This design comes from an exercise in tuning for small area and a short achievable clock period on the open sky130 flow, not from production work.

== main ==
// ex_stage
module ex_stage (
    input  logic        clk,
    input  logic        rst_n,
    input  logic        flush,
    input  logic        in_valid,
    input  logic [6:0]  in_opcode,
    input  logic [4:0]  in_rd,
    input  logic [2:0]  in_funct3,
    input  logic [6:0]  in_funct7,
    input  logic [31:0] in_imm,
    input  logic [31:0] in_pc,
    input  logic [31:0] in_rs1_val,
    input  logic [31:0] in_rs2_val,
    output logic        out_valid,
    output logic [4:0]  out_rd,
    output logic        out_rd_we,
    output logic [31:0] out_rd_val,
    output logic [31:0] out_pc,
    output logic        out_jump,
    output logic [31:0] out_jump_pc,
    output logic        out_illegal
);
==> flow/config.mk <==
export PLATFORM = sky130hd
export DESIGN_NAME = ex_stage
export DESIGN_NICKNAME = ex_stage
export VERILOG_FILES = /design/flow/design.v
export SDC_FILE = /design/flow/constraint.sdc
export NUM_CORES = 4
export LEC_CHECK = 0
export CAP_MARGIN = 20
export CORE_MARGIN = 2
export CORE_UTILIZATION = 40
export SETUP_SLACK_MARGIN = 3.0
export SLEW_MARGIN = 20
==> flow/constraint.sdc <==
create_clock -name core_clock -period 5.0 [get_ports {clk}]
set_input_delay 1.0000 -clock core_clock [delete_from_list [all_inputs] [get_ports {clk}]]
set_output_delay 1.0000 -clock core_clock [all_outputs]
set_load 0.01 [all_outputs]
standard.sh (not shown) runs the stock make flow with config.mk's settings and CLKGATE_MAP_FILE= SYNTH_SCRIPT=/design/flow/synth_recipe.tcl, a recipe that flattens the netlist after the stock synthesis.
==> flow/flow/run.sh <==
#!/bin/bash
# ORFS's synthesis as synth_recipe.tcl runs it, except that the full/half
# adder extraction is skipped and ABC maps with flow/abc.script; then the
# standard layout with plain buf_1 cells as port buffers.
set -euo pipefail
W=$PWD
{
  cat <<EOT
proc extract_fa {args} {}
proc abc {args} {
  set i [lsearch -exact \$args -script]
  lset args [expr {\$i + 1}] $W/flow/abc.script
  yosys abc {*}\$args
}
EOT
  cat synth_recipe.tcl
} > synth_custom.tcl
bash standard.sh SYNTH_SCRIPT=$W/synth_custom.tcl synth > synth.log 2>&1
BUFFER_PORTS_ARGS="-buffer_cell sky130_fd_sc_hd__buf_1" bash standard.sh finish > layout.log 2>&1
==> flow/flow/abc.script <==
strash
dch
map -B 0.9
topo
stime -c
buffer -c
upsize -c
dnsize -c
main completed every stage of the flow, and the final layout passed the timing, design-rule and antenna checks.
Input changes introduced in the feature branch (baseline for comparison: main):
Settings: a change of SETUP_SLACK_MARGIN from 3.0 to 2.7.
### Flow results
- There was hardly any difference in met3 wirelength from detailed routing between the feature branch and main.
- For main, the termination of the worst setup path was i_ex_top.i_issue.iss_jump, unlike the feature branch, where it was i_ex_top.i_result.out_rd_val[22].
- Diff main -> the feature branch | maximum achievable frequency | down by a few percent
- Summary of the feature branch over main: count of fill cells added during filler insertion climbed 218; non-clock buffer count dropped 18%; global-route wire length before repair dropped about 7%.
No run of this note included a check of the RTL's function; only the layout flow was run.

epsilon:
ex_stage, a different RTL version from the one above (not shown whole).
For scale: about 2000 cells after synthesis, about 220 flip-flops, roughly 260 I/O pins, roughly 0.013 mm2 of cells after synthesis.
Design ex_stage, start of the top module:
module ex_stage (
    input  logic        clk,
    input  logic        rst_n,
    input  logic        flush,
    input  logic        in_valid,
    input  logic [6:0]  in_opcode,
    input  logic [4:0]  in_rd,
    input  logic [2:0]  in_funct3,
    input  logic [6:0]  in_funct7,
    input  logic [31:0] in_imm,
    input  logic [31:0] in_pc,
    input  logic [31:0] in_rs1_val,
    input  logic [31:0] in_rs2_val,
    output logic        out_valid,
    output logic [4:0]  out_rd,
    output logic        out_rd_we,
    output logic [31:0] out_rd_val,
    output logic [31:0] out_pc,
    output logic        out_jump,
    output logic [31:0] out_jump_pc,
    output logic        out_illegal
);
export LEC_CHECK = 0
export ABC_AREA = 1
export CAP_MARGIN = 20
export CORE_MARGIN = 2
export CORE_UTILIZATION = 40
export SETUP_SLACK_MARGIN = 2.0
export SLEW_MARGIN = 20
create_clock -name core_clock -period 5.0 [get_ports {clk}]
==> flow/flow/run.sh <==
#!/bin/bash
# Standard synthesis and layout; the only change is that the port buffers
# are plain buf_1 cells instead of the resizer's default pick.
set -euo pipefail
bash standard.sh synth > synth.log 2>&1
BUFFER_PORTS_ARGS="-buffer_cell sky130_fd_sc_hd__buf_1" bash standard.sh finish > layout.log 2>&1
epsilon was carried through to the last stage, and its layout satisfied the timing, design-rule and antenna checks.
Input-level comparison between gamma and epsilon:
==> flow/run.sh (new file) <==
#!/bin/bash
# synth_recipe.tcl (not shown) runs the flow's synth.tcl, then flattens the netlist and writes it again
# the make line also repeats each setting of config.mk as NAME=value (left out here)
make -C /OpenROAD-flow-scripts/flow DESIGN_CONFIG=/design/flow/config.mk WORK_HOME=/design/flow/orfs CLKGATE_MAP_FILE= SYNTH_SCRIPT=/design/flow/synth_recipe.tcl finish
removed: flow/flow/run.sh
removed: flow/standard.sh
Findings:
gamma was carried through to the last stage, and its layout satisfied the timing, design-rule and antenna checks. Of gamma and epsilon, the run reporting the lower final wirelength was epsilon. Compared with epsilon, gamma is hungrier on power. Between gamma and epsilon, the difference in detail-routed via count per cell is negligible. From epsilon to gamma the numbers moved as follows: relative area change from synthesis to final layout grew by 12 points; sequential share of layout area lost 2.7 points. Max minimum hold slack across gamma and epsilon: gamma. Met2 wirelength from detailed routing in gamma vs epsilon: up 1400 um. From epsilon to gamma the numbers moved as follows: arrival time reported for the critical path endpoint has decreased, maximum cell stage delay along the critical path neither gained nor lost much.
No run of this note included a check of the RTL's function; only the layout flow was run.

re-timing with driven ports:
The results above use ideal ports. As a check the final layouts listed here were re-extracted and re-timed, cells and wires unchanged.
Step 1: set_driving_cell puts a clkbuf_16 on clk and a buf_2 on each other input, an assumption about the parent block.
Step 2 adds t to the input delays and takes it off the output delays; t is the mean of the earliest and latest rising clock arrival at the registers after step 1. Input paths then give back, and output paths get back, about the clock's delay inside the block.
a / b / c = ideal ports / drivers / drivers and shift; a / b = the first two.
run	shift t [ns]	setup slack, ns	hold slack, ns	clock arrival spread, ns	worst slew at a driven data input, ns
main	0.593	2.847 / 2.863 / 2.270	0.230 / 0.204 / 0.332	0.021 / 0.021	0.05
the feature branch	0.583	2.687 / 2.687 / 2.274	0.224 / 0.204 / 0.328	0.032 / 0.032	0.04
epsilon	0.575	2.156 / 2.156 / 1.802	0.232 / 0.207 / 0.317	0.019 / 0.019	0.06
gamma	0.585	2.188 / 2.188 / 1.668	0.351 / 0.351 / 0.351	0.031 / 0.031	0.06
After both steps every run listed still meets setup and hold. The setup slack of main, which loses most, moves by +0.016 ns with the drivers and by -0.577 ns with both steps.
